Context: an optimization exercise on an open-source flow, tuned for small area. The choices shown serve that exercise and are no tape-out recipe.
Function was checked by simulation only, so behaviour that the tests miss may differ from the original.
Power and IR drop assume default switching activity.

==> module rhythm_game_top, before the edit <==
module rhythm_game_top (
	input  wire        max10_clk1_50,
	input  wire        arst_n,
	input  wire        frame_tick,
	input  wire  [7:0] keycode,
	output logic [1:0] state,
	output logic [3:0] lane_hit,
	output logic [3:0] lane_miss,
	output logic [7:0] hit_count,
	output logic [7:0] miss_count,
	output logic [7:0] combo
);
	localparam logic [1:0] IDLE = 2'd0, PLAYING = 2'd1, DRAIN = 2'd2, DONE = 2'd3;
	logic [2:0] code, key_c;
	logic       key_chg;
	always_comb begin
		case (keycode)
			8'h2C:   code = 3'd1;
			8'h29:   code = 3'd2;
			8'h07:   code = 3'd4;
			8'h09:   code = 3'd5;
			8'h0D:   code = 3'd6;
			8'h0E:   code = 3'd7;
			default: code = 3'd0;
		endcase
	end
	always_ff @(posedge max10_clk1_50 or negedge arst_n) begin
		if (!arst_n) begin
			key_c   <= 3'd0;
			key_chg <= 1'b0;
		end else begin
			key_c   <= code;
			key_chg <= (code != key_c);
		end
	end
	logic       start, stop;
	logic [3:0] press;
	assign start = key_chg && (key_c == 3'd1);
	assign stop  = key_chg && (key_c == 3'd2);
	always_comb
		for (int l = 0; l < 4; l++)
			press[l] = key_chg && (key_c == 3'(4 + l));
	logic restart, clear, clear_q, beat, spawn, busy, go;
	logic [7:0] ticks;           
	logic [7:0] ticks_next;
	logic [3:0] q;               
	logic [3:0] r;               
	assign q  = ticks[7:4];
	assign r  = ticks[3:0];
	assign go = start && (state[1] == state[0]);    
	always_ff @(posedge max10_clk1_50 or negedge arst_n) begin
		if (!arst_n)
			state <= IDLE;
		else if (stop)
			state <= IDLE;
		else if (go)
			state <= PLAYING;
		else if (state == PLAYING && beat && q == 4'd0)    
			state <= DRAIN;
		else if (state == DRAIN && !busy && !spawn)
			state <= DONE;
	end
	always_ff @(posedge max10_clk1_50) begin
		restart <= go;
		clear   <= restart || stop || go;
		clear_q <= clear;
		beat    <= !restart && (state == PLAYING) && frame_tick && (r == 4'd15);
		spawn   <= !stop && (state == PLAYING) && beat;
	end
	logic       tick_en;
	logic [7:0] tcarry;
	assign tick_en = frame_tick && (state == PLAYING || state == DRAIN);
	always_comb begin
		tcarry[0] = 1'b1;
		for (int i = 1; i < 8; i++)
			tcarry[i] = tcarry[i-1] & ticks[i-1];
		for (int i = 0; i < 8; i++)
			ticks_next[i] = !restart && (ticks[i] ^ (tick_en & tcarry[i]));
	end
	always_ff @(posedge max10_clk1_50)
		ticks <= ticks_next;
	logic       z, cand_hi;
	logic [2:0] cslot;
	logic [1:0] vnew, cv;
	logic       inwin, fall;
	logic [7:0][1:0] v;
	logic [7:0] n0, n1;              
	logic [7:0][3:0] l0, l1;         
	logic [7:0] sel, spawn_here, has0, has1, dq;
	logic [3:0] cand_alive, hit_v, miss_v, kill;
	assign z     = (r == 4'd0);
	assign cand_hi = state[1];       
	assign cslot = q[2:0] + (z ? 3'd1 : 3'd2);
	assign vnew  = {ticks[0] | frame_tick, ~(ticks[0] ^ frame_tick)};
	always_comb begin
		cv = '0;
		for (int s = 0; s < 8; s++)
			cv = cv | ({2{sel[s]}} & v[s]);
	end
	always_comb begin
		case (r)
			4'd0:             inwin = (cv == 2'd3);
			4'd1, 4'd2, 4'd3: inwin = 1'b0;
			4'd4:             inwin = (cv == 2'd1);
			4'd5:             inwin = (cv != 2'd3);
			4'd15:            inwin = (cv != 2'd1);
			default:          inwin = 1'b1;
		endcase
		case (r)
			4'd0:    fall = (cv == 2'd3);
			4'd14:   fall = (cv == 2'd1);
			4'd15:   fall = (cv == 2'd2);
			default: fall = 1'b0;
		endcase
	end
	always_comb begin
		l0 = {4'b0100, 4'b0001, 4'b0001, cand_hi ? 4'b0010 : 4'b1000,
		      4'b0100, 4'b0010, 4'b0001, cand_hi ? 4'b0010 : 4'b1000};
		l1 = {4'b0000, cand_hi ? 4'b1000 : 4'b0010, 4'b0000, 4'b0000,
		      4'b1000, 4'b0000, 4'b0000, 4'b0000};
		has0 = {1'b1, 1'b1, q[3], 1'b1, 1'b1, !q[3], 1'b1, 1'b1};    
		has1 = {1'b0, 1'b1, 1'b0, 1'b0, q[3], 1'b0, 1'b0, 1'b0};
		for (int s = 0; s < 8; s++) begin
			dq[s]         = (q[2:0] == 3'(s));
			spawn_here[s] = spawn && dq[s];
		end
		for (int s = 0; s < 8; s++)
			sel[s] = z ? dq[(s + 7) % 8] : dq[(s + 6) % 8];
	end
	always_comb begin
		cand_alive = '0;
		for (int s = 0; s < 8; s++)
			cand_alive = cand_alive | ({4{sel[s] & n0[s]}} & l0[s]) | ({4{sel[s] & n1[s]}} & l1[s]);
		hit_v  = press & {4{inwin}} & cand_alive;
		miss_v = ~press & {4{frame_tick && fall}} & cand_alive;
		kill   = hit_v | miss_v;
	end
	for (genvar s = 0; s < 8; s++) begin : g_slot
		logic k0, k1;
		assign k0 = sel[s] && |(kill & l0[s]);
		assign k1 = sel[s] && |(kill & l1[s]);
		if (s == 3 || s == 6) begin : g_two
			logic [1:0] a;
			logic [1:0] vs;
			always_ff @(posedge max10_clk1_50 or negedge arst_n) begin
				if (!arst_n)
					a <= '0;
				else if (stop)
					a <= '0;
				else if (spawn_here[s])
					a <= {has1[s], has0[s]};
				else
					a <= a & ~{k1, k0};
			end
			always_ff @(posedge max10_clk1_50)
				if (spawn_here[s])
					vs <= vnew;
			assign n0[s] = a[0];
			assign n1[s] = a[1];
			assign v[s]  = vs;
		end else begin : g_one
			logic [1:0] vs;
			always_ff @(posedge max10_clk1_50 or negedge arst_n) begin
				if (!arst_n)
					vs <= '0;
				else if (stop)
					vs <= '0;
				else if (spawn_here[s] && has0[s])
					vs <= vnew;
				else if (k0)
					vs <= '0;
			end
			assign n0[s] = (vs != 2'd0);
			assign n1[s] = 1'b0;
			assign v[s]  = vs;
		end
	end
	always_ff @(posedge max10_clk1_50 or negedge arst_n) begin
		if (!arst_n) begin
			lane_hit  <= '0;
			lane_miss <= '0;
		end else begin
			lane_hit  <= hit_v;
			lane_miss <= miss_v;
		end
	end
	assign busy = |{n0, n1};
	logic [4:0] hc, mc, cc;
	logic       any_hit, any_miss, two_miss;
	assign any_hit  = |lane_hit;
	assign any_miss = |lane_miss;
	assign two_miss = (lane_miss[0] & lane_miss[1]) | (lane_miss[0] & lane_miss[3]) | (lane_miss[2] & lane_miss[3]);
	always_ff @(posedge max10_clk1_50 or negedge arst_n) begin
		if (!arst_n) begin
			hc <= '0;
			mc <= '0;
			cc <= '0;
		end else if (clear && clear_q) begin    
			hc <= '0;
			mc <= '0;
			cc <= '0;
		end else begin
			hc <= hc + {4'd0, any_hit};
			mc <= mc + {3'd0, two_miss, any_miss & ~two_miss};
			cc <= any_miss ? 5'd0 : cc + {4'd0, any_hit};
		end
	end
	assign hit_count  = {3'd0, hc};
	assign miss_count = {3'd0, mc};
	assign combo      = {3'd0, cc};
endmodule
==> flow/config.mk <==
export PLATFORM = sky130hd
export DESIGN_NAME = rhythm_game_top
export DESIGN_NICKNAME = rhythm_game_top
export VERILOG_FILES = /design/flow/design.v
export SDC_FILE = /design/flow/constraint.sdc
export NUM_CORES = 4
export LEC_CHECK = 0
export ABC_AREA = 1
export CAP_MARGIN = 0
export CORE_MARGIN = 2
export CORE_UTILIZATION = 60
export SLEW_MARGIN = 0
==> flow/constraint.sdc <==
create_clock -name core_clock -period 5.0 [get_ports {max10_clk1_50}]
set_input_delay 1.0000 -clock core_clock [delete_from_list [all_inputs] [get_ports {max10_clk1_50}]]
set_output_delay 1.0000 -clock core_clock [all_outputs]
set_load 0.01 [all_outputs]
standard.sh (not shown) runs the stock make flow with config.mk's settings and CLKGATE_MAP_FILE= SYNTH_SCRIPT=/design/flow/synth_recipe.tcl, a recipe that flattens the netlist after the stock synthesis.
==> flow/flow/run.sh <==
#!/bin/bash
# The standard layout (standard.sh) with three changes:
#  - synthesis leaves adders to ABC (no extract_fa) and maps the
#    combinational logic with an area-only ABC script (flow/abc_area.script);
#    everything else in synthesis, the registers included, is the standard flow's own
#    synthesis script, unchanged
#  - port buffers use the smallest buffer cell
#  - the clock tree uses clkbuf_4 and no dummy loads
# The full make output goes to flow_make.log in this folder.
set -euo pipefail
here=$PWD
orig=$(grep -o 'SYNTH_SCRIPT=[^ ]*' standard.sh | head -1 | cut -d= -f2)
cat > flow_synth.tcl <<TCL
proc extract_fa {args} {
  puts "extract_fa skipped"
}
proc abc {args} {
  set i [lsearch \$args -script]
  lset args [expr {\$i + 1}] $here/flow/abc_area.script
  yosys abc {*}\$args
}
source $orig
TCL
sed "s#SYNTH_SCRIPT=[^ ]*#SYNTH_SCRIPT=$here/flow_synth.tcl#" standard.sh > flow_standard.sh
export BUFFER_PORTS_ARGS="-buffer_cell sky130_fd_sc_hd__buf_1"
export CTS_ARGS="-sink_clustering_enable -repair_clock_nets -dont_use_dummy_load -buf_list sky130_fd_sc_hd__clkbuf_4"
bash flow_standard.sh finish > flow_make.log 2>&1
==> flow/flow/abc_area.script <==
strash
balance -l
 resub -K 6 -l
 rewrite -l
 resub -K 6 -N 2 -l
 refactor -l
 resub -K 8 -l
 balance -l
 resub -K 8 -N 2 -l
 rewrite -l
 resub -K 10 -l
 rewrite -z -l
 resub -K 10 -N 2 -l
 balance -l
 resub -K 12 -l
 refactor -z -l
 resub -K 12 -N 2 -l
 rewrite -z -l
 balance -l
dch -f
amap
topo
The first run completed without violations.
Rerun with:
--- a/flow/design.v
+++ b/flow/design.v
@@ -129,22 +129,22 @@
 	logic [2:0] cslot;
 	logic [1:0] vnew, cv;
 	logic       inwin, fall;
 	logic [7:0][1:0] v;
 	logic [7:0] n0, n1;              
 	logic [7:0][3:0] l0, l1;         
-	logic [7:0] sel, spawn_here, has0, has1, dq;
+	logic [7:0] sel, psel, spawn_here, has0, has1, dq;
 	logic [3:0] cand_alive, hit_v, miss_v, kill;
 	assign z     = (r == 4'd0);
 	assign cand_hi = state[1];       
 	assign cslot = q[2:0] + (z ? 3'd1 : 3'd2);
 	assign vnew  = {ticks[0] | frame_tick, ~(ticks[0] ^ frame_tick)};
 	always_comb begin
 		cv = '0;
 		for (int s = 0; s < 8; s++)
-			cv = cv | ({2{sel[s]}} & v[s]);
+			cv = cv | ({2{psel[s]}} & v[s]);
 	end
 	always_comb begin
 		case (r)
 			4'd0:             inwin = (cv == 2'd3);
 			4'd1, 4'd2, 4'd3: inwin = 1'b0;
 			4'd4:             inwin = (cv == 2'd1);
@@ -157,37 +157,40 @@
 			4'd14:   fall = (cv == 2'd1);
 			4'd15:   fall = (cv == 2'd2);
 			default: fall = 1'b0;
 		endcase
 	end
 	always_comb begin
-		l0 = {4'b0100, 4'b0001, 4'b0001, cand_hi ? 4'b0010 : 4'b1000,
-		      4'b0100, 4'b0010, 4'b0001, cand_hi ? 4'b0010 : 4'b1000};
+		l0 = {4'b0100, 4'b0001, 4'b0000, cand_hi ? 4'b0010 : 4'b1000,
+		      4'b0100, cand_hi ? 4'b0001 : 4'b0010, 4'b0001, cand_hi ? 4'b0010 : 4'b1000};
 		l1 = {4'b0000, cand_hi ? 4'b1000 : 4'b0010, 4'b0000, 4'b0000,
 		      4'b1000, 4'b0000, 4'b0000, 4'b0000};
 		has0 = {1'b1, 1'b1, q[3], 1'b1, 1'b1, !q[3], 1'b1, 1'b1};    
 		has1 = {1'b0, 1'b1, 1'b0, 1'b0, q[3], 1'b0, 1'b0, 1'b0};
 		for (int s = 0; s < 8; s++) begin
 			dq[s]         = (q[2:0] == 3'(s));
 			spawn_here[s] = spawn && dq[s];
 		end
 		for (int s = 0; s < 8; s++)
 			sel[s] = z ? dq[(s + 7) % 8] : dq[(s + 6) % 8];
+		psel    = sel;
+		psel[2] = cand_hi ? sel[5] : sel[2];
+		psel[5] = 1'b0;
 	end
 	always_comb begin
 		cand_alive = '0;
 		for (int s = 0; s < 8; s++)
-			cand_alive = cand_alive | ({4{sel[s] & n0[s]}} & l0[s]) | ({4{sel[s] & n1[s]}} & l1[s]);
+			cand_alive = cand_alive | ({4{psel[s] & n0[s]}} & l0[s]) | ({4{psel[s] & n1[s]}} & l1[s]);
 		hit_v  = press & {4{inwin}} & cand_alive;
 		miss_v = ~press & {4{frame_tick && fall}} & cand_alive;
 		kill   = hit_v | miss_v;
 	end
 	for (genvar s = 0; s < 8; s++) begin : g_slot
 		logic k0, k1;
-		assign k0 = sel[s] && |(kill & l0[s]);
-		assign k1 = sel[s] && |(kill & l1[s]);
+		assign k0 = psel[s] && |(kill & l0[s]);
+		assign k1 = psel[s] && |(kill & l1[s]);
 		if (s == 3 || s == 6) begin : g_two
 			logic [1:0] a;
 			logic [1:0] vs;
 			always_ff @(posedge max10_clk1_50 or negedge arst_n) begin
 				if (!arst_n)
 					a <= '0;
@@ -201,20 +204,30 @@
 			always_ff @(posedge max10_clk1_50)
 				if (spawn_here[s])
 					vs <= vnew;
 			assign n0[s] = a[0];
 			assign n1[s] = a[1];
 			assign v[s]  = vs;
+		end else if (s == 5) begin : g_none
+			assign n0[s] = 1'b0;
+			assign n1[s] = 1'b0;
+			assign v[s]  = 2'd0;
 		end else begin : g_one
 			logic [1:0] vs;
+			logic       load;
+			if (s == 2) begin : g_shared
+				assign load = (spawn_here[2] && has0[2]) || (spawn_here[5] && has0[5]);
+			end else begin : g_own
+				assign load = spawn_here[s] && has0[s];
+			end
 			always_ff @(posedge max10_clk1_50 or negedge arst_n) begin
 				if (!arst_n)
 					vs <= '0;
 				else if (stop)
 					vs <= '0;
-				else if (spawn_here[s] && has0[s])
+				else if (load)
 					vs <= vnew;
 				else if (k0)
 					vs <= '0;
 			end
 			assign n0[s] = (vs != 2'd0);
 			assign n1[s] = 1'b0;
Outcome: The changed run completed without violations; via count is lower by 1.3%; worst setup slack gains 0.27 ns; synthesized cell count stays flat; combinational power is higher by 14%; count of clock-buffer cells in the layout does not change; critical path depth is higher by 6; design area is lower by about 1.7%; non-clock buffer count is higher by 1; worst hold slack gains 0.0050 ns; sequential power is higher by about 0.7%; global-route usage is lower by 1.5 points; clock power is lower by about 4%; power is higher by 2.1%.

-- afterwards: timing with drivers on the ports --
No port has a modelled driver above. Below, the same layouts with a new extraction and two added sets of constraints. Step 1, drivers: a clkbuf_16 drives max10_clk1_50 and a buf_2 each remaining input, both assumed. Step 2 moves the port delays by t, midway between the first and last clock arrival at a register: inputs arrive t later, outputs are due t later. That takes back most of the time a late clock gives input paths. Three values: ideal ports, drivers, drivers and shift; two values: the first two.
run | shift t [ns] | setup slack, ns | latest minus earliest clock arrival (ns) | slew at the worst register clock pin (ns) | cell pins on the clock port's net
the first run | 0.414 | 0.834 / 0.834 / 0.834 | 0.022 / 0.021 | 0.10 / 0.10 | 1
the second run | 0.412 | 1.109 / 1.109 / 1.109 | 0.018 / 0.019 | 0.10 / 0.10 | 1
After both steps every run listed still meets setup and hold.
